From an optimization exercise on the open Yosys and OpenROAD flow, aimed at small area, a short achievable clock period and few clock cycles per item; shortcuts taken in it are not production practice. At most, simulation tests tie the RTL to the original design; equivalence was not proved. Function not checked in runs 1, 2 and 4: the RTL went through the layout flow alone. Power and IR drop assume default switching activity.

==> flow/design.v <==
package pn_eval_pkg;
  localparam logic [1:0] OP_ADD = 2'b00;
  localparam logic [1:0] OP_SUB = 2'b01;
  localparam logic [1:0] OP_MUL = 2'b10;
  localparam logic [1:0] OP_RSV = 2'b11;
endpackage
module pn_alu #(
  parameter int DW = 30
) (
  input  logic [DW-1:0] x,
  input  logic [DW-1:0] m,
  input  logic [5:0]    bd,    
  input  logic          zsel,
  input  logic [DW-1:0] z,
  input  logic          zc,
  output logic [DW-1:0] res
);
  logic [DW-1:0] pp0, pp1, row1, s, c, cv;
  logic [DW:0] sum;
  always_comb begin
    pp0 = (({DW{bd[0]}} & m) | ({DW{bd[1]}} & {m[DW-2:0], 1'b0})) ^ {DW{bd[2]}};
    pp1 = (({DW{bd[3]}} & m) | ({DW{bd[4]}} & {m[DW-2:0], 1'b0})) ^ {DW{bd[5]}};
    row1 = zsel ? z : {pp1[DW-3:0], bd[5], bd[5]};
    s = x ^ pp0 ^ row1;
    c = (x & pp0) | (x & row1) | (pp0 & row1);
    cv = {c[DW-2:0], bd[2]};
    sum = {s, 1'b1} + {cv, zsel ? zc : bd[5]};
    res = sum[DW:1];
  end
endmodule
module pn_booth (
  input  logic [4:0] w,
  output logic [5:0] bd
);
  always_comb begin
    bd[0] = w[1] ^ w[0];
    bd[1] = (w[2] & ~w[1] & ~w[0]) | (~w[2] & w[1] & w[0]);
    bd[2] = w[2];
    bd[3] = w[3] ^ w[2];
    bd[4] = (w[4] & ~w[3] & ~w[2]) | (~w[4] & w[3] & w[2]);
    bd[5] = w[4];
  end
endmodule
module pn_eval #(
  parameter int DATA_W = 3,
  parameter int OUT_W = 64,
  parameter int MAX_LEN = 20
) (
  input  logic              clk,
  input  logic              rst,
  input  logic              in_valid,
  input  logic [DATA_W-1:0] in,
  input  logic              operator,
  input  logic              mode,
  output logic              out_valid,
  output logic [OUT_W-1:0]  out,
  output logic              err
);
  localparam int VD = 9;    
  localparam int PD = 9;    
  localparam int BD = 8;    
  localparam int DW = 30;
  function automatic integer vw(input integer j);
    case (j)
      0: vw = 30;   
      1: vw = 24;
      2: vw = 21;
      3: vw = 18;
      4: vw = 16;
      5: vw = 13;
      6: vw = 10;
      7: vw = 7;
      default: vw = 4;
    endcase
  endfunction
  logic active_q, ended_q, ov_q, err_q, errA_q, errF_q, mode_q;
  logic in_iv_q, in_op_q, in_first_q;
  logic [2:0] in_v_q;
  logic [4:0] cnt_q, lvl_q;
  logic [2:0] wp_q, rp_q;        
  logic [BD-1:0][3:0] buf_q;
  logic first, a_err, fe;
  logic [4:0] a_lvl, a_cnt, n_lvl, n_cnt;
  assign first = in_valid & ~active_q;
  always_comb begin
    a_lvl = in_first_q ? (mode_q ? 5'd0 : 5'd1) : lvl_q;
    a_cnt = in_first_q ? 5'd0 : cnt_q;
    a_err = in_first_q ? 1'b0 : errA_q;
    n_lvl = a_lvl;
    n_cnt = a_cnt;
    if (in_iv_q) begin
      if (a_cnt == 5'd20) a_err = 1'b1;
      n_cnt = a_cnt == 5'd20 ? a_cnt : a_cnt + 5'd1;
      if (in_op_q) begin
        if (in_v_q[1:0] == pn_eval_pkg::OP_RSV) a_err = 1'b1;
        if (mode_q) begin
          if (a_lvl < 5'd2) a_err = 1'b1;
          n_lvl = a_lvl - 5'd1;
        end else begin
          if (a_lvl == 5'd0) a_err = 1'b1;
          n_lvl = a_lvl + 5'd1;
        end
      end else begin
        if (mode_q) n_lvl = a_lvl + 5'd1;
        else begin
          if (a_lvl == 5'd0) a_err = 1'b1;
          n_lvl = a_lvl - 5'd1;
        end
      end
      if (mode_q) begin
        if ({1'b0, a_cnt} + {1'b0, n_lvl} > 6'd20) a_err = 1'b1;
      end else begin
        if ({1'b0, a_cnt} + {1'b0, n_lvl} > 6'd19) a_err = 1'b1;
      end
    end
    fe = a_err | (mode_q ? n_lvl != 5'd1 : n_lvl != 5'd0);
  end
  logic ctv_q, ct_op_q;
  logic [2:0] ct_v_q;
  logic [DW-1:0] r_q;
  logic rv_q;
  logic [VD-1:0][DW-1:0] v_q;    
  logic [PD-1:0] pv_q, pl_q;    
  logic [PD-1:0][1:0] po_q;
  logic pend_q, mb_q;
  logic [16:0] q_q;
  logic xt_q, xr_q, mt_q, wt_q, zs_q, zc_q;
  logic [5:0] bd_q;
  logic [DW-1:0] t, x, m, z, res;
  logic [5:0] bd_d;
  logic [DW-1:0] r_d;
  logic rv_d;
  logic [VD-1:0][DW-1:0] v_d;
  logic [PD-1:0] pv_d, pl_d;
  logic [PD-1:0][1:0] po_d;
  logic pend_d, mb_d, ctv_d, ct_op_d, mode_d;
  logic [2:0] ct_v_d;
  logic [16:0] q_d;
  logic xt_d, xr_d, mt_d, wt_d, zs_d, zc_d, t4_d;
  logic consume, load, avail, clr, fin_a, fin_b, fin_err;
  assign t = v_q[0];
  for (genvar i = 0; i < PD; i++) begin : g_pv
    assign pv_q[i] = po_q[i] != 2'b11;
    assign pv_d[i] = po_d[i] != 2'b11;
  end
  always_comb begin
    x = ({DW{xt_q}} & t) | ({DW{xr_q}} & r_q);
    m = mt_q ? t : r_q;
    z = {{(DW-3){zc_q}}, ct_v_q ^ {3{zc_q}}};
  end
  pn_alu #(.DW(DW)) u_alu (.x(x), .m(m), .bd(bd_q), .zsel(zs_q), .z(z), .zc(zc_q), .res(res));
  pn_booth u_bq (.w(q_d[4:0]), .bd(bq));
  pn_booth u_bt (.w({v_d[0][3:0], 1'b0}), .bd(bt));
  pn_booth u_br (.w({r_d[3:0], 1'b0}), .bd(br));
  logic a_step, a_tr, a_rv, a_fuse, a_ppush, a_fpush, a_lpush;
  logic [1:0] a_op;
  logic fz, sg, xt_p, mt_p, wt_p;
  logic [5:0] bq, bt, br, bm, bd_p, bpv;
  localparam logic [5:0] BD_ADD = 6'b000001;    
  localparam logic [5:0] BD_SUB = 6'b100101;    
  logic [2:0] rp_n;
  assign a_step = mb_q;
  assign a_tr = ~mb_q & (pend_q | (ctv_q & mode_q & ct_op_q));
  assign a_rv = ~mb_q & ~pend_q & ctv_q & ~mode_q & ~ct_op_q & pv_q[0] & pl_q[0];
  assign a_fuse = a_rv & pv_q[1] & pl_q[1] & ~po_q[1][1];
  assign a_ppush = ~mb_q & ~pend_q & ctv_q & mode_q & ~ct_op_q;
  assign a_fpush = ~mb_q & ~pend_q & ctv_q & ~mode_q & ct_op_q;
  assign a_lpush = ~mb_q & ~pend_q & ctv_q & ~mode_q & ~ct_op_q & ~(pv_q[0] & pl_q[0]);
  assign a_op = (~pend_q & mode_q) ? ct_v_q[1:0] : po_q[0];
  always_comb begin
    logic fr4, fq, swapq, single, mul;
    logic pop_v, push_v, land, land2, idle_next;
    mul = a_op == pn_eval_pkg::OP_MUL;
    fr4 = r_q[DW-1:3] == '0 || r_q[DW-1:3] == '1;
    single = wt_q | fr4;
    swapq = ((t[DW-1:7] == '0 || t[DW-1:7] == '1) && !(r_q[DW-1:7] == '0 || r_q[DW-1:7] == '1)) ||
            ((t[DW-1:11] == '0 || t[DW-1:11] == '1) && !(r_q[DW-1:11] == '0 || r_q[DW-1:11] == '1)) ||
            ((t[DW-1:15] == '0 || t[DW-1:15] == '1) && !(r_q[DW-1:15] == '0 || r_q[DW-1:15] == '1));
    fq = q_q[16:4] == '0 || q_q[16:4] == '1;
    r_d = r_q;
    rv_d = rv_q;
    v_d = v_q;
    pl_d = pl_q;
    po_d = po_q;
    pend_d = pend_q;
    mb_d = mb_q;
    q_d = q_q;
    consume = ctv_q & ~mb_q & ~pend_q;
    pop_v = 1'b0;
    push_v = 1'b0;
    land = 1'b0;
    land2 = 1'b0;
    if (a_step) begin
      r_d = res;
      v_d[0] = {t[DW-5:0], 4'b0};
      q_d = {{4{q_q[16]}}, q_q[16:4]};
      if (fq) begin
        mb_d = 1'b0;
        pop_v = 1'b1;
        if (!mode_q) land = 1'b1;
      end
    end
    if (a_tr) begin
      if (!mul || single) begin
        r_d = res;
        pop_v = 1'b1;
        if (pend_q) land = 1'b1;
      end else begin
        r_d = '0;
        mb_d = 1'b1;
        q_d = swapq ? {t[15:0], 1'b0} : {r_q[15:0], 1'b0};
        v_d[0] = swapq ? r_q : t;
      end
    end
    if (a_rv) begin
      r_d = res;
      if (a_fuse) begin
        land2 = 1'b1;
        pop_v = 1'b1;
      end else land = 1'b1;
    end
    if (a_ppush | a_lpush) begin
      push_v = rv_q & (mode_q | pv_q[0]);
      r_d = {{(DW-3){1'b0}}, ct_v_q};
      rv_d = 1'b1;
      if (!mode_q) pl_d[0] = 1'b1;
    end
    if (a_fpush) begin
      for (int i = PD - 1; i > 0; i--) begin
        pl_d[i] = pl_q[i-1];
        po_d[i] = po_q[i-1];
      end
      pl_d[0] = 1'b0;
      po_d[0] = ct_v_q[1:0];
    end
    if (pop_v) begin
      for (int i = 0; i < VD - 1; i++) begin
        v_d[i] = v_q[i+1];
      end
    end
    if (push_v) begin
      for (int i = VD - 1; i > 0; i--) begin
        v_d[i] = v_q[i-1];
      end
      v_d[0] = r_q;
    end
    if (land) begin
      for (int i = 0; i < PD - 1; i++) begin
        pl_d[i] = pl_q[i+1];
        po_d[i] = po_q[i+1];
      end
      po_d[PD-1] = 2'b11;
      pl_d[PD-1] = 1'b0;
      pend_d = pv_q[1] & pl_q[1];
      pl_d[0] = pv_q[1];
    end
    if (land2) begin
      for (int i = 0; i < PD - 2; i++) begin
        pl_d[i] = pl_q[i+2];
        po_d[i] = po_q[i+2];
      end
      po_d[PD-1] = 2'b11;
      pl_d[PD-1] = 1'b0;
      po_d[PD-2] = 2'b11;
      pl_d[PD-2] = 1'b0;
      pend_d = pv_q[2] & pl_q[2];
      pl_d[0] = pv_q[2];
    end
    avail = rp_q != wp_q || in_valid;
    load = (~ctv_q | consume) & avail;
    ctv_d = load | (ctv_q & ~consume);
    if (~ctv_q | consume) {ct_op_d, ct_v_d} = rp_q != wp_q ? buf_q[rp_q] : {operator, in};
    else {ct_op_d, ct_v_d} = {ct_op_q, ct_v_q};
    rp_n = rp_q + 3'(load);
    mode_d = first ? mode : mode_q;
    idle_next = ~(ctv_q & ~consume) & ~(rp_q != wp_q) & ~pend_d & ~mb_d;
    fin_a = active_q & ~ov_q & ~ended_q & ~fe & idle_next;   
    fin_b = active_q & ~ov_q & ended_q & ~errF_q & idle_next;
    fin_err = active_q & ~ov_q & ended_q & errF_q;
    if (fin_err) r_d = '0;
    clr = rst | ov_q;
    if (clr) begin
      ctv_d = 1'b0;
      mb_d = 1'b0;
      pend_d = 1'b0;
      po_d = '1;
      pl_d = '0;
      rv_d = 1'b0;
    end
    t4_d = v_d[0][DW-1:3] == '0 || v_d[0][DW-1:3] == '1;
    fz = pv_d[1] & pl_d[1] & ~po_d[1][1];    
    sg = fz & po_d[1][0];                     
    bm = t4_d ? bt : br;
    case (pend_d ? po_d[0] : ct_v_d[1:0])
      pn_eval_pkg::OP_MUL: {xt_p, mt_p, wt_p, bd_p} = {1'b0, ~t4_d, t4_d, bm};
      pn_eval_pkg::OP_SUB: {xt_p, mt_p, wt_p, bd_p} = {3'b100, BD_SUB};
      default: {xt_p, mt_p, wt_p, bd_p} = {3'b100, BD_ADD};
    endcase
    case ({sg, ct_v_d})
      4'b0000: bpv = 6'b000000;
      4'b0001: bpv = 6'b000001;
      4'b0010: bpv = 6'b001110;
      4'b0011: bpv = 6'b001101;
      4'b0100: bpv = 6'b001000;
      4'b0101: bpv = 6'b001001;
      4'b0110: bpv = 6'b010110;
      4'b0111: bpv = 6'b010101;
      4'b1000: bpv = 6'b000000;
      4'b1001: bpv = 6'b100101;
      4'b1010: bpv = 6'b100110;
      4'b1011: bpv = 6'b101001;
      4'b1100: bpv = 6'b101000;
      4'b1101: bpv = 6'b101101;
      4'b1110: bpv = 6'b101110;
      default: bpv = 6'b110001;
    endcase
    xr_d = mb_d;
    zs_d = 1'b0;
    zc_d = sg ^ po_d[0][0];
    if (mb_d) {xt_d, mt_d, wt_d, bd_d} = {3'b010, bq};
    else if (pend_d | mode_q) {xt_d, mt_d, wt_d, bd_d} = {xt_p, mt_p, wt_p, bd_p};
    else begin
      zs_d = po_d[0] != pn_eval_pkg::OP_MUL;
      {xt_d, mt_d, wt_d} = {fz, 2'b00};
      bd_d = po_d[0] == pn_eval_pkg::OP_MUL ? bpv : sg ? BD_SUB : BD_ADD;
    end
  end
  for (genvar j = 0; j < VD; j++) begin : g_v
    localparam int WJ = vw(j);
    logic [WJ-1:0] st_q;
    always_ff @(posedge clk) st_q <= v_d[j][WJ-1:0];
    assign v_q[j] = {{(DW-WJ){st_q[WJ-1]}}, st_q};
  end
  always_ff @(posedge clk) begin
    r_q <= r_d;
    q_q <= q_d;
    po_q <= po_d;
    {ct_op_q, ct_v_q} <= {ct_op_d, ct_v_d};
    mode_q <= mode_d;
    buf_q[wp_q] <= {operator, in};
    in_op_q <= operator;
    in_v_q <= in;
    if (in_iv_q) begin
      lvl_q <= n_lvl;
      cnt_q <= n_cnt;
    end
    err_q <= fin_err;
    {xt_q, xr_q, mt_q, wt_q, zs_q, zc_q, bd_q} <= {xt_d, xr_d, mt_d, wt_d, zs_d, zc_d, bd_d};
    ctv_q <= ctv_d;
    mb_q <= mb_d;
    pend_q <= pend_d;
    pl_q <= pl_d;
    rv_q <= rv_d;
    if (clr) begin
      active_q <= 1'b0;
      ended_q <= 1'b0;
      ov_q <= 1'b0;
      errA_q <= 1'b0;
      errF_q <= 1'b0;
      in_iv_q <= 1'b0;
      in_first_q <= 1'b0;
      wp_q <= '0;
      rp_q <= '0;
    end else begin
      active_q <= active_q | in_valid;
      if (active_q & ~ended_q & ~in_valid) begin
        ended_q <= 1'b1;
        errF_q <= fe;
      end
      ov_q <= (~in_valid & fin_a) | fin_b | fin_err;
      errA_q <= a_err;
      in_iv_q <= in_valid;
      in_first_q <= first;
      wp_q <= wp_q + 3'(in_valid);
      rp_q <= rp_n;
    end
  end
  assign out_valid = ov_q;
  assign err = err_q;
  assign out = {{(OUT_W-DW){r_q[DW-1]}}, r_q};
endmodule
==> flow/flow/run.sh <==
#!/bin/bash
# The standard ORFS layout (standard.sh: the standard synthesis, floorplan, power grid, CTS
# and routing), with two changes in how it is made: the port buffers are buf_2 cells (the default
# choice is a slow delay buffer), and repair_timing keeps a larger setup margin than the 16 ns
# clock needs, so that it sizes and buffers the design for speed. Each step's full log stays in
# orfs/logs; make's output is in standard_flow.log.
set -euo pipefail
bash standard.sh "BUFFER_PORTS_ARGS=-buffer_cell sky130_fd_sc_hd__buf_2" SETUP_SLACK_MARGIN=11.4 finish > standard_flow.log 2>&1
==> flow/standard.sh <==
#!/bin/bash
# synth_recipe.tcl (not shown) runs the flow's synth.tcl, then flattens the netlist and writes it again
# the make line also repeats each setting of config.mk as NAME=value (left out here)
make -C /OpenROAD-flow-scripts/flow DESIGN_CONFIG=/design/flow/config.mk WORK_HOME=/design/flow/orfs CLKGATE_MAP_FILE= SYNTH_SCRIPT=/design/flow/synth_recipe.tcl "${@:-finish}"
==> flow/config.mk <==
export PLATFORM = sky130hd
export DESIGN_NAME = pn_eval
export DESIGN_NICKNAME = pn_eval
export VERILOG_FILES = /design/flow/design.v
export SDC_FILE = /design/flow/constraint.sdc
export NUM_CORES = 8
export LEC_CHECK = 0
export CAP_MARGIN = 20
export CORE_MARGIN = 2
export CORE_UTILIZATION = 60
export SETUP_SLACK_MARGIN = 1.0
export SLEW_MARGIN = 20
==> flow/constraint.sdc <==
create_clock -name core_clock -period 16.0 [get_ports {clk}]
set_input_delay 3.2000 -clock core_clock [delete_from_list [all_inputs] [get_ports {clk}]]
set_output_delay 3.2000 -clock core_clock [all_outputs]
set_load 0.01 [all_outputs]
==> reports/results.md, run 1 <==
- **MaxCap Viol Count** 0
- **final standard cell utilization of the core** 68.4%
- **nets** 2236
- **actual transition at the worst max-transition pin** 1050 ps
- **Remaining DRCs** 0
- **clock-pin slew of the registers on the worst-case setup and hold paths** 60 ps
- **maximum number of pins on one net before global-route repair** 106
- **post-synth cell types** 79
- **via/cell ratio** 6.30
- **Final ANT Viol Nets** 0
- **share of layout cells above drive strength 1** 16.3%
- **cell taking the most area after synthesis** sky130_fd_sc_hd__edfxtp_1
- **TritonCTS clock tree** done
- **area of the die** 32600 µm²
- **Hold Vio Cnt, Final** 0
- **total instance count after detailed placement** 2466
- **overall power consumption** 4.47 mW
- **Relative slew margins** 29.8%
- **critical path fanouts, max** 22
- **number of standard cells in the final layout excluding fillers** 2563
- **worst setup path class** reg -> out
- **Clock Tree Buf Depth** 3
- **half-perimeter wire length of the detailed placement result** 33700 µm
- **data arrival time of the critical path** 1410 ps
- **P_leak** 8.80 nW
- **global-route wire length before repair** 78800 µm
- **GR Util All Layers** 29.5%
- **worst min path class** reg -> reg
- **number of clock sinks** 296
- **status** finished clean
- **maximum resistive drop on vdd** 0.000111 V
- **Die H** 181 µm
- **cell area after synthesis** 18700 µm²
- **worst reg2reg endpoint** bd_q[4]$_DFF_P_
- **routed length per placed instance** 19.9 µm
- **final wirelength** 51100 µm
- **largest cells by area after synthesis** sky130_fd_sc_hd__edfxtp_1 (20%), sky130_fd_sc_hd__dfxtp_1 (18%), sky130_fd_sc_hd__nand2_1 (9.0%)
- **initial antenna violation count** 1
- **via count of the first global-routing pass** 14800
- **sequential-to-total area share from yosys stat** 38.4%
- **hold path startpoint** g_v[7].st_q[1]$_DFFE_PP_
- **worst reg-to-reg setup slack** 11480 ps
- **unrepaired setup endpoints after global routing** yes
- **total clock buffers created by CTS** 34
- **number of DRC violations after detailed-routing iteration 0** 1797
- **Post-synth EDFFs** 126
- **synthesized area per cell** 8.69 µm²
- **count of hold-fix buffers inserted at cts** 0
- **power density relative to cell area** 213 nW/µm²
- **core footprint** 30700 µm²
- **share of the clock period used by the worst path after layout** 28.8%
- **Final Instance Area** 21000 µm²
- **worst hold margin** 446 ps
- **Gate Count Post-Synth** 2151
- **grt total ovfl** 0
- **critical path endpoint category** output pin
- **most common library cell in the layout ignoring fill and taps** sky130_fd_sc_hd__nand2_1
- **Post-Place Worst Slack** 10230 ps
- **Setup WS post-layout** 11390 ps
- **min Tclk post-route** 4610 ps
- **Syn-to-layout area delta** 12.2%
- **DP Area** 19000 µm²
- **count of H-tree levels built during CTS** 2
- **antenna diode count** 0
- **Setup Total Neg Slack** 0 ps
- **Post-synth ARST share** 0%
- **Std-Cell Rows** 64
- **total of warnings raised by yosys** 3
- **Port Buffers** 73
- **synthesized flop and latch total** 296
- **Initial Util** 61.0%
- **cell count of the worst hold path** 0
- **required time at the endpoint of the critical path** 12800 ps
- **startpoint of the worst-slack reg-to-reg timing path** r_q[24]$_SDFFE_PP0P_
- **achievable frequency** 0.217 GHz
- **die width** 181 µm
- **number of nets in the synthesized netlist** 2245
- **FILL cells** 2525
- **critical path startpoint category** flip-flop
- **length in cells of the worst reg-to-reg path** 14
- **number of detailed-routing iterations run before antenna repair** 6
- **area share of the largest cell type after synthesis** 20.2%
- **clock latency on the worst-skew pair** 530 ps
- **final max-slew violation count** 0
- **leading cell types in the layout, fill and taps excluded** sky130_fd_sc_hd__nand2_1 (445), sky130_fd_sc_hd__nor2_1 (204), sky130_fd_sc_hd__dfxtp_1 (146)
- **final weighted congestion in routability-driven placement** 0.925
- **number of placed I/O pins** 74
- **Final setup violation count** 0
- **detailed-route via count** 16100
- **dominant register cell in the synthesized netlist** sky130_fd_sc_hd__dfxtp_1
- **terminating pin of the worst hold path** g_v[8].st_q[1]$_DFFE_PP_
- **CTS root buf** sky130_fd_sc_hd__clkbuf_16
- **worst setup skew after layout** 18.2 ps
state kept, by name (all words and copies together), names as in the netlist, 2 cells and up:
signal,flops
pl_q,9
lvl_q,5
buf_q,32
bd_q,6
ct_v_q,3
r_q,30
rp_q,3
q_q,17
cnt_q,5
wp_q,3
g_v.st_q,143
in_v_q,2
po_q,18
where the power goes:
part	internal [mW]	leakage (nW)	switching, mW	total (mW)
registers	1.02	2.57	0.346	1.37
logic	1.02	5.69	1.29	2.31
clock network	0.476	0.545	0.316	0.792
total	2.52	8.80	1.95	4.47
how the worst max path moves through the flow:
stage	to	slack (ps)	startpoint	cells after the start
after floorplan	bd_q[0]$_DFF_P_	11010	in[0]	11
after global placement	bd_q[4]$_DFF_P_	10340	xr_q$_DFF_P_	14
after detailed placement	bd_q[0]$_DFF_P_	10230	xr_q$_DFF_P_	14
after CTS	bd_q[0]$_DFF_P_	11370	rst	9
after global routing	r_q[28]$_SDFFE_PP0P_	11290	mt_q$_SDFF_PP1_	21
final	out[51]	11390	r_q[29]$_SDFFE_PP0P_	2
worst max-delay path, cell delays in order (launching register included):
cell                      delay, ps
sky130_fd_sc_hd__dfxtp_4        480
sky130_fd_sc_hd__buf_6          230
sky130_fd_sc_hd__buf_2          160
routing by layer:
| metal | global-route usage (%) | up-vias | wire length, µm |
|---|---|---|---|
| met1 | 42.7 | 7715 | 22900 |
| met3 | 5.09 | 118 | 4430 |
| met4 | 9.55 | 0 | 1400 |
| li1 | - | 7587 | - |
| met5 | 0 | - | 0 |
| met2 | 45.1 | 728 | 22400 |
cell type report:
class / count / area (µm²) / area share, %
clock buffer: 52 / 990 / 4.72
sequential: 296 / 7220 / 34.4
clock inverter: 9 / 128 / 0.609
multi-input combinational: 1602 / 11000 / 52.3
tap: 396 / 495 / 2.36
inverter: 91 / 354 / 1.69
timing repair buffer: 117 / 812 / 3.87
cell usage after synthesis, types with 27 or more instances:
cell,n
sky130_fd_sc_hd__ha_1,55
sky130_fd_sc_hd__nand2_1,448
sky130_fd_sc_hd__a21oi_1,76
sky130_fd_sc_hd__edfxtp_1,126
sky130_fd_sc_hd__o21ai_0,51
sky130_fd_sc_hd__a22o_1,44
sky130_fd_sc_hd__inv_1,89
sky130_fd_sc_hd__nand3_1,27
sky130_fd_sc_hd__xor2_1,72
sky130_fd_sc_hd__dfxtp_1,170
sky130_fd_sc_hd__clkbuf_1,100
sky130_fd_sc_hd__nor2_1,208
sky130_fd_sc_hd__fa_1,31
sky130_fd_sc_hd__xnor2_1,40
sky130_fd_sc_hd__nor3_1,35
sky130_fd_sc_hd__mux2i_1,34
sky130_fd_sc_hd__buf_4,38
sky130_fd_sc_hd__nor4_1,28
sky130_fd_sc_hd__mux2_2,40
sky130_fd_sc_hd__a22oi_1,124
repair_timing:
item | 4_1_cts | 5_1_grt
setup endpoints to repair | 55 | 22
gates resized for setup | 52 | 79
buffers inserted | 5 | 18
pin swaps | 10 | 29
endpoints found under the hold margin | 0 | 0
cloned | 6 | 7
logic make-up after synthesis:
kind of cell | count (synthesis) | share of synthesized area, %
AND/OR/NAND/NOR | 860 | 20.1
AO/OA/AOI/OAI | 453 | 17.8
flip-flops | 296 | 38.4
buffers and inverters | 262 | 6.24
XOR/XNOR | 112 | 5.25
adder cells (fa/ha/maj) | 86 | 7.00
multiplexers | 82 | 5.19
==> inputs of run 2 (changes only) <==
==> flow/flow/run.sh (replaced) <==
#!/bin/bash
# The standard ORFS layout (standard.sh), with three changes in how it is made:
#  - Yosys's ABC pass maps the logic with flow/abc_speed.script (the classic delay-driven "map"
#    script) in place of ORFS's default; flip-flops are mapped before ABC runs, so the registers
#    are exactly the standard synthesis's;
#  - the port buffers are buf_2 cells (the default choice is a slow delay buffer);
#  - repair_timing keeps a larger setup margin than the 16 ns clock needs, so that it sizes and
#    buffers the design for speed.
# Each step's full log stays in orfs/logs; make's output is in standard_flow.log.
set -euo pipefail
rm -rf scripts_abc
cp -r "$FLOW_HOME/scripts" scripts_abc
cp flow/abc_speed.script scripts_abc/abc_speed.script
bash standard.sh SCRIPTS_DIR="$PWD/scripts_abc" "BUFFER_PORTS_ARGS=-buffer_cell sky130_fd_sc_hd__buf_2" \
  SETUP_SLACK_MARGIN=11.4 finish > standard_flow.log 2>&1
==> flow/flow/abc_speed.script (new file) <==
strash
dch
map -D 2500
topo
stime -c
buffer -c
upsize -c -D 2500
dnsize -c -D 2500
==> reports/results.md, run 2 <==
- **routed length per placed instance** 18.6 µm, -6.5%
- **min Tclk post-route** 4690 ps, +86.6 ps
- **final max-slew violation count** 0, unchanged
- **maximum number of pins on one net before global-route repair** 128, +21%
- **worst setup skew after layout** 15.3 ps, -2.91 ps
- **share of the clock period used by the worst path after layout** 29.3%, +0.54 points
- **Remaining DRCs** 0, unchanged
- **final weighted congestion in routability-driven placement** 0.929, +0.52%
- **status** finished clean
- **worst hold margin** 448 ps, +2.13 ps
- **via count of the first global-routing pass** 15500, +4.8%
- **Initial Util** 60.9%, -0.074 points
- **number of DRC violations after detailed-routing iteration 0** 1909, +6.2%
- **post-synth cell types** 66, -16%
- **Setup Total Neg Slack** 0 ps, unchanged
- **terminating pin of the worst hold path** g_v[8].st_q[0]$_DFFE_PP_
- **required time at the endpoint of the critical path** 16380 ps, +3580 ps
- **share of layout cells above drive strength 1** 14.0%, -2.3 points
- **power density relative to cell area** 252 nW/µm², +18%
- **grt total ovfl** 0, unchanged
- **Hold Vio Cnt, Final** 0, unchanged
- **Metal-1 WL** 23800 µm, +4.2%
- **MaxCap Viol Count** 0, unchanged
- **worst setup path class** reg -> reg
- **detailed-route via count** 17800, +10%
- **startpoint of the worst-slack reg-to-reg timing path** bd_q[0]$_DFF_P_
- **leading cell types in the layout, fill and taps excluded** sky130_fd_sc_hd__nand2_1 (453), sky130_fd_sc_hd__o21ai_0 (277), sky130_fd_sc_hd__inv_1 (260)
- **final standard cell utilization of the core** 69.1%, +0.70 points
- **number of placed I/O pins** 74, unchanged
- **maximum resistive drop on vdd** 0.000144 V, +30%
- **total clock buffers created by CTS** 35, +2.9%
- **most used standard cells in the synthesized netlist** sky130_fd_sc_hd__nand2_1 (463), sky130_fd_sc_hd__o21ai_0 (296), sky130_fd_sc_hd__inv_1 (280), sky130_fd_sc_hd__nor2_1 (188), sky130_fd_sc_hd__dfxtp_1 (170)
- **P_leak** 8.88 nW, +0.93%
- **Std-Cell Rows** 64, unchanged
- **clock latency on the worst-skew pair** 520 ps, about the same
- **clock-pin slew of the registers on the worst-case setup and hold paths** 60 ps, about the same
- **count of hold-fix buffers inserted at cts** 0, unchanged
- **unrepaired setup endpoints after global routing** yes
- **number of nets in the synthesized netlist** 2528, +13%
- **total of warnings raised by yosys** 3, unchanged
- **number of clock sinks** 296, unchanged
- **Clock Tree Buf Depth** 3, unchanged
- **largest cells by area after synthesis** sky130_fd_sc_hd__edfxtp_1 (20%), sky130_fd_sc_hd__dfxtp_1 (18%), sky130_fd_sc_hd__nand2_1 (9.3%)
- **nets** 2544, +14%
- **most common library cell in the layout ignoring fill and taps** sky130_fd_sc_hd__nand2_1
- **length in cells of the worst reg-to-reg path** 30, +16
- **Post-synth ARST share** 0%, unchanged
- **CTS root buf** sky130_fd_sc_hd__clkbuf_16
- **met2 wire length** 22800 µm, +1.8%
- **number of detailed-routing iterations run before antenna repair** 6, unchanged
- **antenna diode count** 0, unchanged
- **worst reg-to-reg setup slack** 11310 ps, -170 ps
- **Port Buffers** 73, unchanged
- **synthesized flop and latch total** 296, unchanged
- **data arrival time of the critical path** 5080 ps, +3670 ps
- **flip-flop count of the largest register, all copies and words added** 143, unchanged
- **cell count of the worst hold path** 0, unchanged
- **cell taking the most area after synthesis** sky130_fd_sc_hd__edfxtp_1
- **Gate Count Post-Synth** 2434, +13%
- **TritonCTS clock tree** done
- **via/cell ratio** 6.19, -1.7%
- **sequential-to-total area share from yosys stat** 38.6%, +0.15 points
- **worst reg2reg endpoint** r_q[29]$_SDFFE_PP0P_
- **die width** 180 µm, -0.19%
- **Die H** 180 µm, -0.19%
- **GR Util All Layers** 31.1%, +1.6 points
- **Syn-to-layout area delta** 13.5%
- **half-perimeter wire length of the detailed placement result** 36100 µm, +7.0%
- **cell area after synthesis** 18600 µm², -0.38%
- **FILL cells** 2545, +0.79%
- **most used standard cell by instance count after synthesis** sky130_fd_sc_hd__nand2_1
- **worst stage delay on the critical path** 450 ps, -30 ps
- **actual transition at the worst max-transition pin** 962 ps, -91.2 ps
- **Final ANT Viol Nets** 0, unchanged
- **register name with the most flops** g_v.st_q
- **Final setup violation count** 0, unchanged
- **count of H-tree levels built during CTS** 2, unchanged
- **initial antenna violation count** 0, -1
- **synthesized area per cell** 7.65 µm², -12%
- **area of the die** 32500 µm², -0.37%
- **multi-input combinational cell area** 10100 µm², -7.9%
- **achievable frequency** 0.213 GHz, -1.8%
- **area share of the largest cell type after synthesis** 20.3%, +0.077 points
- **Worst path slowest cell** sky130_fd_sc_hd__fa_1
- **final wirelength** 53500 µm, +4.7%
- **Relative slew margins** 35.5%, +5.7 points
- **uppermost metal layer occupied by signal nets** met4
- **global-route wire length before repair** 83500 µm, +5.9%
- **critical path endpoint category** flip-flop
- **dominant register cell in the synthesized netlist** sky130_fd_sc_hd__dfxtp_1
- **critical path startpoint category** flip-flop
- **hold path startpoint** g_v[7].st_q[0]$_DFFE_PP_
- **sequential cell area** 7240 µm², +0.16%
- **worst min path class** reg -> reg
- **detailed route wirelength on metal3** 6140 µm, +39%
- **critical path fanouts, max** 6, -73%
- **core footprint** 30600 µm², -0.26%
- **Post-synth EDFFs** 126, unchanged
[run 2: kinds of logic (layout without fill, tap and decap cells)]
logic type | Yosys count | count (layout) | share of synthesized area (%)
flip-flops | 296 | 296 | 38.6
multiplexers | 1 | 1 | 0.0537
adder cells (fa/ha/maj) | 86 | 86 | 7.03
AND/OR/NAND/NOR | 789 | 790 | 17.6
buffers and inverters | 453 | 494 | 10.1
XOR/XNOR | 57 | 57 | 2.68
AO/OA/AOI/OAI | 752 | 752 | 24.0
[run 2: metal layers]
layer	vias up	GRT usage, %
met5	-	0
met1	8288	49.1
met2	972	44.8
met4	0	5.61
li1	8452	-
met3	76	5.50
[run 2: what timing repair did]
action	in CTS	in global routing
gates cloned	6	4
pin swaps	4	30
buffers inserted	12	31
resized for setup	46	122
setup endpoints to repair	91	23
[run 2: through the flow]
step	setup WS (ps)	cells	area (µm²)	power [mW]
final	11310	2872	21100	5.32
after global routing	10990	2872	21100	5.74
after CTS	11410	2837	20400	4.81
after detailed placement	10650	2756	18900	3.91
after global placement	10790	2755	18900	3.89
after floorplan	11340	2434	18800	3.29
[run 2: area by class of cell]
cell class	instances	area share, %
well taps	396	2.34
multi-input cells	1686	47.8
repair buffers	132	4.46
flip-flops and latches	296	34.2
clock inverters	12	0.639
inverters	293	5.45
clock buffers	51	4.93
repair inverters	6	0.142
[run 2: how the worst max path moves through the flow]
| stage | from | end | slack [ps] | depth (start not counted) |
|---|---|---|---|---|
| finish | bd_q[0]$_DFF_P_ | r_q[29]$_SDFFE_PP0P_ | 11310 | 30 |
| floorplan | mode_q$_DFFE_PP_ | bd_q[2]$_DFF_P_ | 11340 | 19 |
| global route | bd_q[0]$_DFF_P_ | r_q[29]$_SDFFE_PP0P_ | 10990 | 30 |
| CTS | xt_q$_SDFF_PP0_ | r_q[29]$_SDFFE_PP0P_ | 11410 | 27 |
| detailed placement | xr_q$_DFF_P_ | bd_q[2]$_DFF_P_ | 10650 | 19 |
| global placement | rst | bd_q[3]$_DFF_P_ | 10790 | 8 |
[run 2: worst max-delay path: cells and delay by family, from the launching register on]
| kind | cells | cell delay, ps |
|---|---|---|
| adder cells (fa/ha/maj) | 2 | 660 |
| AND/OR/NAND/NOR | 13 | 1160 |
| AO/OA/AOI/OAI | 9 | 1540 |
| flip-flops | 1 | 410 |
| XOR/XNOR | 2 | 300 |
| buffers and inverters | 4 | 480 |
[run 2: report_power, final]
part	leakage (nW)	internal [mW]	switching (mW)	total, mW
Combinational	5.73	1.24	1.98	3.22
Sequential	2.57	1.03	0.254	1.28
Clock	0.581	0.488	0.323	0.811
==> inputs of run 3 (changes only) <==
--- a/flow/design.v
+++ b/flow/design.v
@@ -77,7 +77,7 @@
   logic in_iv_q, in_op_q, in_first_q;
   logic [2:0] in_v_q;
   logic [4:0] cnt_q, lvl_q;
-  logic [2:0] wp_q, rp_q;        
+  logic [3:0] wp_q, rp_q;
   logic [BD-1:0][3:0] buf_q;
   logic first, a_err, fe;
   logic [4:0] a_lvl, a_cnt, n_lvl, n_cnt;
@@ -158,7 +158,7 @@
   logic [5:0] bq, bt, br, bm, bd_p, bpv;
   localparam logic [5:0] BD_ADD = 6'b000001;    
   localparam logic [5:0] BD_SUB = 6'b100101;    
-  logic [2:0] rp_n;
+  logic [3:0] rp_n;
   assign a_step = mb_q;
   assign a_tr = ~mb_q & (pend_q | (ctv_q & mode_q & ct_op_q));
   assign a_rv = ~mb_q & ~pend_q & ctv_q & ~mode_q & ~ct_op_q & pv_q[0] & pl_q[0];
@@ -269,9 +269,9 @@
     avail = rp_q != wp_q || in_valid;
     load = (~ctv_q | consume) & avail;
     ctv_d = load | (ctv_q & ~consume);
-    if (~ctv_q | consume) {ct_op_d, ct_v_d} = rp_q != wp_q ? buf_q[rp_q] : {operator, in};
+    if (~ctv_q | consume) {ct_op_d, ct_v_d} = rp_q != wp_q ? buf_q[rp_q[2:0]] : {operator, in};
     else {ct_op_d, ct_v_d} = {ct_op_q, ct_v_q};
-    rp_n = rp_q + 3'(load);
+    rp_n = rp_q + 4'(load);
     mode_d = first ? mode : mode_q;
     idle_next = ~(ctv_q & ~consume) & ~(rp_q != wp_q) & ~pend_d & ~mb_d;
     fin_a = active_q & ~ov_q & ~ended_q & ~fe & idle_next;   
@@ -337,7 +337,7 @@
     po_q <= po_d;
     {ct_op_q, ct_v_q} <= {ct_op_d, ct_v_d};
     mode_q <= mode_d;
-    buf_q[wp_q] <= {operator, in};
+    if (in_valid) buf_q[wp_q[2:0]] <= {operator, in};
     in_op_q <= operator;
     in_v_q <= in;
     if (in_iv_q) begin
@@ -371,7 +371,7 @@
       errA_q <= a_err;
       in_iv_q <= in_valid;
       in_first_q <= first;
-      wp_q <= wp_q + 3'(in_valid);
+      wp_q <= wp_q + 4'(in_valid);
       rp_q <= rp_n;
     end
   end
==> reports/results.md, run 3 <==
- **nets** 2552, +0.31%
- **area share of the largest cell type after synthesis** 25.1%, +4.7 points
- **final weighted congestion in routability-driven placement** 0.956, +2.9%
- **global-route wire length before repair** 87200 µm, +4.4%
- **Setup Total Neg Slack** 0 ps, unchanged
- **Port Buffers** 73, unchanged
- **synthesized area per cell** 7.79 µm², +1.8%
- **maximum resistive drop on vdd** 0.000147 V, +2.4%
- **Initial Util** 60.5%, -0.40 points
- **clock latency on the worst-skew pair** 530 ps, about the same
- **GR Util All Layers** 32.6%, +1.5 points
- **final max-slew violation count** 0, unchanged
- **number of DRC violations after detailed-routing iteration 0** 2150, +13%
- **Std-Cell Rows** 65, +1.6%
- **Final setup violation count** 0, unchanged
- **most used standard cell by instance count after synthesis** sky130_fd_sc_hd__nand2_1
- **Post-synth ARST share** 0%, unchanged
- **leading cell types in the layout, fill and taps excluded** sky130_fd_sc_hd__nand2_1 (436), sky130_fd_sc_hd__inv_1 (266), sky130_fd_sc_hd__o21ai_0 (257)
- **Remaining DRCs** 0, unchanged
- **overall power consumption** 5.00 mW, -6.0%
- **routed length per placed instance** 19.7 µm, +5.9%
- **Relative slew margins** 37.2%, +1.7 points
- **Hold Vio Cnt, Final** 0, unchanged
- **Clock Tree Buf Depth** 3, unchanged
- **Final Instance Area** 21500 µm², +1.9%
- **P_leak** 9.09 nW, +2.3%
- **post-synth cell types** 66, unchanged
- **worst min path class** reg -> reg
- **min Tclk post-route** 4900 ps, +203 ps
- **FILL cells** 2590, +1.8%
- **total clock buffers created by CTS** 34, -2.9%
- **critical path fanouts, max** 8, +2
- **detailed-route via count** 18000, +1.4%
- **Post-synth EDFFs** 158, +25%
- **final wirelength** 57000 µm, +6.5%
- **worst reg-to-reg setup slack** 11100 ps, -200 ps
- **DP Area** 19200 µm², +1.7%
- **die width** 182 µm, +0.82%
- **initial antenna violation count** 0, unchanged
- **critical path startpoint category** flip-flop
- **count of H-tree levels built during CTS** 2, unchanged
- **actual transition at the worst max-transition pin** 936 ps, -25.9 ps
- **sequential-to-total area share from yosys stat** 39.8%, +1.3 points
- **number of detailed-routing iterations run before antenna repair** 9, +3
- **dominant register cell in the synthesized netlist** sky130_fd_sc_hd__edfxtp_1
- **register name with the most flops** g_v.st_q
- **cell taking the most area after synthesis** sky130_fd_sc_hd__edfxtp_1
- **clock-pin slew of the registers on the worst-case setup and hold paths** 70 ps, about the same
- **unrepaired setup endpoints after global routing** yes
- **core footprint** 31300 µm², +2.4%
- **critical path endpoint category** flip-flop
- **number of standard cells in the final layout excluding fillers** 2889, +0.59%
- **Gate Count Post-Synth** 2431, -0.12%
- **area of the die** 33000 µm², +1.6%
- **flip-flop count of the largest register, all copies and words added** 143, unchanged
- **via count of the first global-routing pass** 16600, +7.2%
- **final standard cell utilization of the core** 68.8%, -0.32 points
- **largest cells by area after synthesis** sky130_fd_sc_hd__edfxtp_1 (25%), sky130_fd_sc_hd__dfxtp_1 (15%), sky130_fd_sc_hd__nand2_1 (8.7%)
- **cell area after synthesis** 18900 µm², +1.7%
- **status** finished clean
- **number of placed I/O pins** 74, unchanged
- **worst setup path class** reg -> reg
- **TritonCTS clock tree** done
- **most common library cell in the layout ignoring fill and taps** sky130_fd_sc_hd__nand2_1
- **Syn-to-layout area delta** 13.7%
- **share of the clock period used by the worst path after layout** 30.6%, +1.3 points
- **MaxCap Viol Count** 0, unchanged
- **number of clock sinks** 298, +0.68%
- **CTS root buf** sky130_fd_sc_hd__clkbuf_16
- **antenna diode count** 0, unchanged
- **power density relative to cell area** 232 nW/µm², -7.7%
- **total instance count after detailed placement** 2765, +0.33%
- **share of layout cells above drive strength 1** 13.3%, -0.67 points
- **synthesized flop and latch total** 298, +0.68%
- **maximum number of pins on one net before global-route repair** 96, -25%
- **count of hold-fix buffers inserted at cts** 0, unchanged
- **most used standard cells in the synthesized netlist** sky130_fd_sc_hd__nand2_1 (441), sky130_fd_sc_hd__inv_1 (280), sky130_fd_sc_hd__o21ai_0 (276), sky130_fd_sc_hd__a21oi_1 (206), sky130_fd_sc_hd__nor2_1 (188)
- **Final ANT Viol Nets** 0, unchanged
- **via/cell ratio** 6.24, +0.80%
- **achievable frequency** 0.204 GHz, -4.1%
- **data arrival time of the critical path** 5280 ps, +200 ps
- **required time at the endpoint of the critical path** 16390 ps, about the same
- **grt total ovfl** 0, unchanged
- **half-perimeter wire length of the detailed placement result** 38300 µm, +6.2%
- **number of nets in the synthesized netlist** 2522, -0.24%
- **total of warnings raised by yosys** 3, unchanged
- **Die H** 182 µm, +0.82%
- **worst setup skew after layout** 12.0 ps, -3.25 ps
## run 3: worst max-delay path, stage by stage (launching register included)
cell                       delay, ps
sky130_fd_sc_hd__dfxtp_4         370
sky130_fd_sc_hd__buf_12          150
sky130_fd_sc_hd__nand2_1         110
sky130_fd_sc_hd__o21ai_4          90
sky130_fd_sc_hd__nor2_1          190
sky130_fd_sc_hd__o221ai_2        150
sky130_fd_sc_hd__fa_1            540
sky130_fd_sc_hd__inv_1            80
sky130_fd_sc_hd__ha_4            300
sky130_fd_sc_hd__nand4_1         110
sky130_fd_sc_hd__nor3_2          230
sky130_fd_sc_hd__o21ai_1         110
sky130_fd_sc_hd__nand2_1          90
sky130_fd_sc_hd__a21oi_2          70
sky130_fd_sc_hd__o21ai_2         210
sky130_fd_sc_hd__a21oi_2          90
sky130_fd_sc_hd__inv_1            90
sky130_fd_sc_hd__a41oi_2         140
sky130_fd_sc_hd__or3_4           430
sky130_fd_sc_hd__o311ai_4        320
sky130_fd_sc_hd__a21boi_2        120
sky130_fd_sc_hd__o41ai_2         420
sky130_fd_sc_hd__a21boi_1        130
sky130_fd_sc_hd__o21ai_1         130
sky130_fd_sc_hd__a21oi_1          90
## run 3: cells by family after synthesis
group / Yosys count / share of synthesized area, %
adders and majority gates: 83 / 6.71
AOI/OAI and AO/OA: 765 / 23.8
DFF: 298 / 39.8
and+or+nand+nor: 780 / 17.1
muxes: 3 / 0.159
xor gates and xnor gates: 55 / 2.54
buffers and inverters: 447 / 9.86
## run 3: worst paths after layout
check	to	from	cells past startpoint
worst max-delay path	r_q[28]$_SDFFE_PP0P_	mt_q$_SDFF_PP1_	24
worst min-delay path	g_v[8].st_q[1]$_DFFE_PP_	g_v[7].st_q[1]$_DFFE_PP_	0
worst max register to register	r_q[28]$_SDFFE_PP0P_	mt_q$_SDFF_PP1_	24
worst min register to register	g_v[8].st_q[1]$_DFFE_PP_	g_v[7].st_q[1]$_DFFE_PP_	0
## run 3: layout make-up
type,count,area [µm²],area share (%)
multi-input cells,1690,10100,46.9
flip-flops and latches,298,7580,35.2
repair buffers,141,1090,5.04
inverters,290,1140,5.31
clock inverters,19,175,0.814
repair inverters,6,33.8,0.157
well taps,402,503,2.34
clock buffers,43,915,4.25
## run 3: layer usage
| metal | routed length, µm | GRT usage (%) | up-vias |
|---|---|---|---|
| met2 | 27700 | 55.8 | 842 |
| li1 | - | - | 8509 |
| met4 | 2830 | 16.3 | 0 |
| met3 | 4080 | 4.23 | 207 |
| met5 | 0 | 0 | - |
| met1 | 22400 | 40.8 | 8479 |
## run 3: report_power, final
part	leakage, nW	total (mW)	internal [mW]	switching, mW
combinational	5.91	3.01	1.12	1.89
sequential	2.64	1.23	1.01	0.221
clock	0.539	0.758	0.429	0.329
## run 3: what timing repair did
item / in CTS / in global routing
endpoints found under the setup margin: 19 / 28
endpoints found under the hold margin: 0 / 0
pin swaps: 2 / 39
buffers inserted: 5 / 39
cloned: 7 / 9
gates resized for setup: 52 / 104
## run 3: metrics by stage
stage                     hold slack (ps)  setup WS, ps
after floorplan                       421         11360
after global placement                429         10520
after detailed placement              435         10430
after CTS                             449         11380
after global routing                  454         10940
final                                 450         11100
Testbench counts of run 3, summed over its fixed seeds: cycles 4,812, items 384.
==> inputs of run 4 (changes only) <==
--- a/flow/design.v
+++ b/flow/design.v
@@ -127,6 +127,7 @@
   logic xt_q, xr_q, mt_q, wt_q, zs_q, zc_q;
   logic [5:0] bd_q;
   logic [DW-1:0] t, x, m, z, res;
+  logic [4:0] w_d;
   logic [5:0] bd_d;
   logic [DW-1:0] r_d;
   logic rv_d;
@@ -136,7 +137,7 @@
   logic pend_d, mb_d, ctv_d, ct_op_d, mode_d;
   logic [2:0] ct_v_d;
   logic [16:0] q_d;
-  logic xt_d, xr_d, mt_d, wt_d, zs_d, zc_d, t4_d;
+  logic xt_d, xr_d, mt_d, wt_d, wr_d, zs_d, zc_d, t4_d;
   logic consume, load, avail, clr, fin_a, fin_b, fin_err;
   assign t = v_q[0];
   for (genvar i = 0; i < PD; i++) begin : g_pv
@@ -149,15 +150,11 @@
     z = {{(DW-3){zc_q}}, ct_v_q ^ {3{zc_q}}};
   end
   pn_alu #(.DW(DW)) u_alu (.x(x), .m(m), .bd(bd_q), .zsel(zs_q), .z(z), .zc(zc_q), .res(res));
-  pn_booth u_bq (.w(q_d[4:0]), .bd(bq));
-  pn_booth u_bt (.w({v_d[0][3:0], 1'b0}), .bd(bt));
-  pn_booth u_br (.w({r_d[3:0], 1'b0}), .bd(br));
+  pn_booth u_booth (.w(w_d), .bd(bd_d));
   logic a_step, a_tr, a_rv, a_fuse, a_ppush, a_fpush, a_lpush;
   logic [1:0] a_op;
-  logic fz, sg, xt_p, mt_p, wt_p;
-  logic [5:0] bq, bt, br, bm, bd_p, bpv;
-  localparam logic [5:0] BD_ADD = 6'b000001;    
-  localparam logic [5:0] BD_SUB = 6'b100101;    
+  logic fz, trn, mul_n;
+  logic [1:0] op_n;
   logic [3:0] rp_n;
   assign a_step = mb_q;
   assign a_tr = ~mb_q & (pend_q | (ctv_q & mode_q & ct_op_q));
@@ -289,40 +286,23 @@
     end
     t4_d = v_d[0][DW-1:3] == '0 || v_d[0][DW-1:3] == '1;
     fz = pv_d[1] & pl_d[1] & ~po_d[1][1];    
-    sg = fz & po_d[1][0];                     
-    bm = t4_d ? bt : br;
-    case (pend_d ? po_d[0] : ct_v_d[1:0])
-      pn_eval_pkg::OP_MUL: {xt_p, mt_p, wt_p, bd_p} = {1'b0, ~t4_d, t4_d, bm};
-      pn_eval_pkg::OP_SUB: {xt_p, mt_p, wt_p, bd_p} = {3'b100, BD_SUB};
-      default: {xt_p, mt_p, wt_p, bd_p} = {3'b100, BD_ADD};
-    endcase
-    case ({sg, ct_v_d})
-      4'b0000: bpv = 6'b000000;
-      4'b0001: bpv = 6'b000001;
-      4'b0010: bpv = 6'b001110;
-      4'b0011: bpv = 6'b001101;
-      4'b0100: bpv = 6'b001000;
-      4'b0101: bpv = 6'b001001;
-      4'b0110: bpv = 6'b010110;
-      4'b0111: bpv = 6'b010101;
-      4'b1000: bpv = 6'b000000;
-      4'b1001: bpv = 6'b100101;
-      4'b1010: bpv = 6'b100110;
-      4'b1011: bpv = 6'b101001;
-      4'b1100: bpv = 6'b101000;
-      4'b1101: bpv = 6'b101101;
-      4'b1110: bpv = 6'b101110;
-      default: bpv = 6'b110001;
-    endcase
+    op_n = (mode_q & ~pend_d) ? ct_v_d[1:0] : po_d[0];
+    trn = pend_d | mode_q;                    
+    mul_n = op_n == pn_eval_pkg::OP_MUL;
     xr_d = mb_d;
-    zs_d = 1'b0;
-    zc_d = sg ^ po_d[0][0];
-    if (mb_d) {xt_d, mt_d, wt_d, bd_d} = {3'b010, bq};
-    else if (pend_d | mode_q) {xt_d, mt_d, wt_d, bd_d} = {xt_p, mt_p, wt_p, bd_p};
-    else begin
-      zs_d = po_d[0] != pn_eval_pkg::OP_MUL;
-      {xt_d, mt_d, wt_d} = {fz, 2'b00};
-      bd_d = po_d[0] == pn_eval_pkg::OP_MUL ? bpv : sg ? BD_SUB : BD_ADD;
+    xt_d = ~mb_d & (trn ? ~mul_n : fz);
+    wt_d = ~mb_d & trn & mul_n & t4_d;
+    wr_d = ~mb_d & trn & mul_n & ~t4_d;
+    mt_d = mb_d | wr_d;
+    zs_d = ~trn & ~mul_n;
+    zc_d = fz ? po_d[1][0] ^ op_n[0] : op_n[0];
+    if (mb_d) w_d = q_d[4:0];
+    else if (trn) begin
+      if (mul_n) w_d = t4_d ? {v_d[0][3:0], 1'b0} : {r_d[3:0], 1'b0};
+      else w_d = op_n == pn_eval_pkg::OP_SUB ? 5'b11110 : 5'b00010;
+    end else begin
+      if (mul_n) w_d = fz & po_d[1][0] ? {4'd0 - {1'b0, ct_v_d}, 1'b0} : {1'b0, ct_v_d, 1'b0};
+      else w_d = fz & po_d[1][0] ? 5'b11110 : 5'b00010;
     end
   end
   for (genvar j = 0; j < VD; j++) begin : g_v
==> flow/flow/run.sh (replaced) <==
#!/bin/bash
# Standard ORFS layout (the standard.sh, unchanged synthesis, floorplan, power grid and
# routing), with repair_timing asked to keep a larger setup margin than the 16 ns clock needs,
# so that it sizes and buffers the design for speed. Each step's full log stays in orfs/logs.
set -euo pipefail
bash standard.sh SETUP_SLACK_MARGIN=11.4 finish > standard_flow.log 2>&1
--- a/flow/config.mk
+++ b/flow/config.mk
@@ -7,6 +7,6 @@
 export LEC_CHECK = 0
 export CAP_MARGIN = 20
 export CORE_MARGIN = 2
-export CORE_UTILIZATION = 60
+export CORE_UTILIZATION = 40
 export SETUP_SLACK_MARGIN = 1.0
 export SLEW_MARGIN = 20
removed: flow/flow/abc_speed.script
==> reports/results.md, run 4 <==
- **status** finished clean
- **worst hold margin** 449 ps, -0.203 ps
- **number of placed I/O pins** 74, unchanged
- **FILL cells** 4517, +74%
- **critical path fanouts, max** 4, -4
- **actual transition at the worst max-transition pin** 1000 ps, +68.4 ps
- **number of clock sinks** 298, unchanged
- **combined buffer and inverter count along the critical path** 3, unchanged
- **most used standard cells in the synthesized netlist** sky130_fd_sc_hd__nand2_1 (446), sky130_fd_sc_hd__edfxtp_1 (158), sky130_fd_sc_hd__nor2_1 (158), sky130_fd_sc_hd__dfxtp_1 (140), sky130_fd_sc_hd__a22oi_1 (106)
- **antenna diode count** 0, unchanged
- **total of warnings raised by yosys** 3, unchanged
- **TritonCTS clock tree** done
- **Final Instance Area** 21800 µm², +1.4%
- **Final setup violation count** 0, unchanged
- **die width** 223 µm, +23%
- **synthesized flop and latch total** 298, unchanged
- **CP cell instances** dlygate4sd2_1 > nor2_1 > a211oi_1 > a21o_1 > inv_2 > ha_1 > nor2_1 > or3_4 > a2111oi_4 > o31a_1 > nor3_2 > a21oi_2 > buf_4 > xnor2_2
- **required time at the endpoint of the critical path** 16460 ps, +70 ps
- **Gate Count Post-Synth** 2134, -12%
- **via count of the first global-routing pass** 15300, -7.8%
- **CTS root buf** sky130_fd_sc_hd__clkbuf_16
- **critical path endpoint category** flip-flop
- **register name with the most flops** g_v.st_q
- **area of the die** 49900 µm², +51%
- **clock-pin slew of the registers on the worst-case setup and hold paths** 60 ps, about the same
- **final standard cell utilization of the core** 45.8%, -23 points
- **Final ANT Viol Nets** 0, unchanged
- **data arrival time of the critical path** 5710 ps, +430 ps
- **grt met2 use** 32.5%, -23 points
- **grt peak-use layer** met2
- **Post-synth ARST share** 0%, unchanged
- **Remaining DRCs** 0, unchanged
- **dominant register cell in the synthesized netlist** sky130_fd_sc_hd__edfxtp_1
- **unrepaired setup endpoints after global routing** yes
- **GR met1 Demand/Resource** 29.3%, -12 points
- **share of the clock period used by the worst path after layout** 32.8%, +2.2 points
- **cell taking the most area after synthesis** sky130_fd_sc_hd__edfxtp_1
- **grt total ovfl** 0, unchanged
- **synthesized area per cell** 9.02 µm², +16%
- **worst setup skew after layout** 22.4 ps, +10.4 ps
- **worst min path class** reg -> reg
- **final weighted congestion in routability-driven placement** 0.917, -4.1%
- **nets** 2218, -13%
- **core footprint** 47600 µm², +52%
- **power density relative to cell area** 244 nW/µm², +5.1%
- **global-route wire length before repair** 84700 µm, -2.8%
- **DP Area** 20100 µm², +4.5%
- **maximum resistive drop on vdd** 0.000132 V, -10%
- **cell area after synthesis** 19300 µm², +1.7%
- **Hold Vio Cnt, Final** 0, unchanged
- **worst setup path class** in -> reg
- **final wirelength** 54200 µm, -4.9%
- **area share of the largest cell type after synthesis** 24.6%, -0.41 points
- **crit-path most repeated cell** sky130_fd_sc_hd__nor2_1
- **Relative slew margins** 32.9%, -4.3 points
- **overall power consumption** 5.33 mW, +6.6%
- **routed length per placed instance** 19.6 µm, -0.77%
- **count of H-tree levels built during CTS** 2, unchanged
- **most common library cell in the layout ignoring fill and taps** sky130_fd_sc_hd__nand2_1
- **total clock buffers created by CTS** 35, +2.9%
- **MaxCap Viol Count** 0, unchanged
- **worst reg-to-reg setup slack** 10970 ps, -130 ps
- **via/cell ratio** 5.83, -6.6%
- **Worst path slowest cell** sky130_fd_sc_hd__or3_4
- **count of hold-fix buffers inserted at cts** 0, unchanged
- **maximum number of pins on one net before global-route repair** 89, -7.3%
- **number of standard cells in the final layout excluding fillers** 2770, -4.1%
- **GR Util All Layers** 21.0%, -12 points
- **Setup Total Neg Slack** 0 ps, unchanged
- **Std-Cell Rows** 80, +23%
- **Post-synth EDFFs** 158, unchanged
- **most used standard cell by instance count after synthesis** sky130_fd_sc_hd__nand2_1
- **share of layout cells above drive strength 1** 14.2%, +0.90 points
- **final max-slew violation count** 0, unchanged
- **half-perimeter wire length of the detailed placement result** 36100 µm, -5.8%
- **Clock Tree Buf Depth** 3, unchanged
- **Setup WS post-layout** 10750 ps, -357 ps
- **initial antenna violation count** 1, +1
- **total instance count after detailed placement** 2676, -3.2%
- **cell count of the worst hold path** 0, unchanged
- **leading cell types in the layout, fill and taps excluded** sky130_fd_sc_hd__nand2_1 (444), sky130_fd_sc_hd__edfxtp_1 (158), sky130_fd_sc_hd__nor2_1 (151)
- **flip-flop count of the largest register, all copies and words added** 143, unchanged
- **Global Route met3 Usage** 4.29%, +0.062 points
- **Syn-to-layout area delta** 13.4%
- **critical path startpoint category** input pin
- **Initial Util** 40.4%, -20 points
- **Die H** 223 µm, +23%
- **number of nets in the synthesized netlist** 2222, -12%
- **number of DRC violations after detailed-routing iteration 0** 1679, -22%
- **clock latency on the worst-skew pair** 540 ps, about the same
- **Port Buffers** 73, unchanged
- **achievable frequency** 0.190 GHz, -6.8%
- **Post-Place Worst Slack** 9400 ps, -1020 ps
- **number of detailed-routing iterations run before antenna repair** 6, -3
- **largest cells by area after synthesis** sky130_fd_sc_hd__edfxtp_1 (25%), sky130_fd_sc_hd__dfxtp_1 (15%), sky130_fd_sc_hd__nand2_1 (8.7%)
- **post-synth cell types** 104, +58%
- **crit-path leading delay family** compound AO/OA/AOI/OAI gates
- **P_leak** 8.83 nW, -2.8%
- **worst stage delay on the critical path** 380 ps, -160 ps
- **logic depth of the worst setup path including buffers** 14, -42%
- **length in cells of the worst reg-to-reg path** 21, -13%
- **sequential-to-total area share from yosys stat** 39.2%, -0.66 points
- **min Tclk post-route** 5250 ps, +357 ps
- **detailed-route via count** 16200, -10%
run 4: where the power goes:
part           total, mW  internal (mW)  switching (mW)
logic               3.22           1.42            1.80
registers           1.33           1.03           0.300
clock network      0.782          0.456           0.326
run 4: layout make-up:
cell class	count	area (µm²)	share of cell area, %
multi-input cells	1572	10700	49.1
flip-flops and latches	298	7660	35.1
repair buffers	128	1220	5.58
clock buffers	47	962	4.41
well taps	615	769	3.52
inverters	95	369	1.69
clock inverters	15	133	0.607
run 4: final timing paths:
kind / endpoint / from
worst max-delay path: bd_q[3]$_DFF_P_ / in[1]
worst min-delay path: g_v[8].st_q[3]$_DFFE_PP_ / g_v[7].st_q[3]$_DFFE_PP_
worst max register to register: r_q[29]$_SDFFE_PP0P_ / mt_q$_DFF_P_
worst min register to register: g_v[8].st_q[3]$_DFFE_PP_ / g_v[7].st_q[3]$_DFFE_PP_
run 4: cell families after synthesis:
kind of cell               count (synthesis)  share of synthesized area, %
AOI/OAI and AO/OA                        465                          18.0
adders and majority gates                 81                          6.46
and+or+nand+nor                          825                          19.4
xor gates and xnor gates                 109                          4.96
muxes                                     90                          5.46
buffers and inverters                    266                          6.59
DFF                                      298                          39.2
run 4: layer usage:
metal / vias to the layer above / part of all wire [%] / wire (µm)
met5: - / 0 / 0
met2: 597 / 44 / 23900
met3: 123 / 7.4 / 4020
li1: 7622 / - / -
met1: 7816 / 45 / 24700
met4: 0 / 3.1 / 1680
run 4: timing repair:
item,4_1_cts,5_1_grt
cloned,3,2
hold endpoints to repair,0,0
buffers inserted,19,8
pin swaps,18,13
endpoints found under the setup margin,91,118
resized for setup,207,43

static timing again, ports no longer ideal:
The flow's constraints put no driver on any port. The routed layouts listed below were extracted and timed again, unchanged, in two steps.
Step 1: set_driving_cell puts a clkbuf_16 on clk and a buf_2 on each other input, an assumption about the parent block.
Step 2 adds t to the input delays and takes it off the output delays; t is the mean of the earliest and latest rising clock arrival at the registers after step 1. Input paths then give back, and output paths get back, about the clock's delay inside the block.
Three values: no drivers, after step 1, after step 2; two values: the first two.
run | shift t [ns] | setup slack, ns | hold WS [ns] | worst setup path after step 2 | latest minus earliest clock arrival (ns)
run 1 | 0.573 | 11.392 / 11.338 / 10.909 | 0.446 / 0.446 / 0.446 | input to register | 0.021 / 0.021
run 2 | 0.573 | 11.305 / 11.305 / 10.852 | 0.448 / 0.448 / 0.448 | input to register | 0.015 / 0.016
run 3 | 0.576 | 11.102 / 11.102 / 10.916 | 0.450 / 0.450 / 0.450 | input to register | 0.012 / 0.012
run 4 | 0.592 | 10.746 / 10.788 / 10.196 | 0.449 / 0.449 / 0.449 | input to register | 0.023 / 0.022
After both steps setup and hold are still met in every run listed. The setup slack of run 4, which loses most, moves by +0.042 ns with the drivers and by -0.550 ns with both steps.
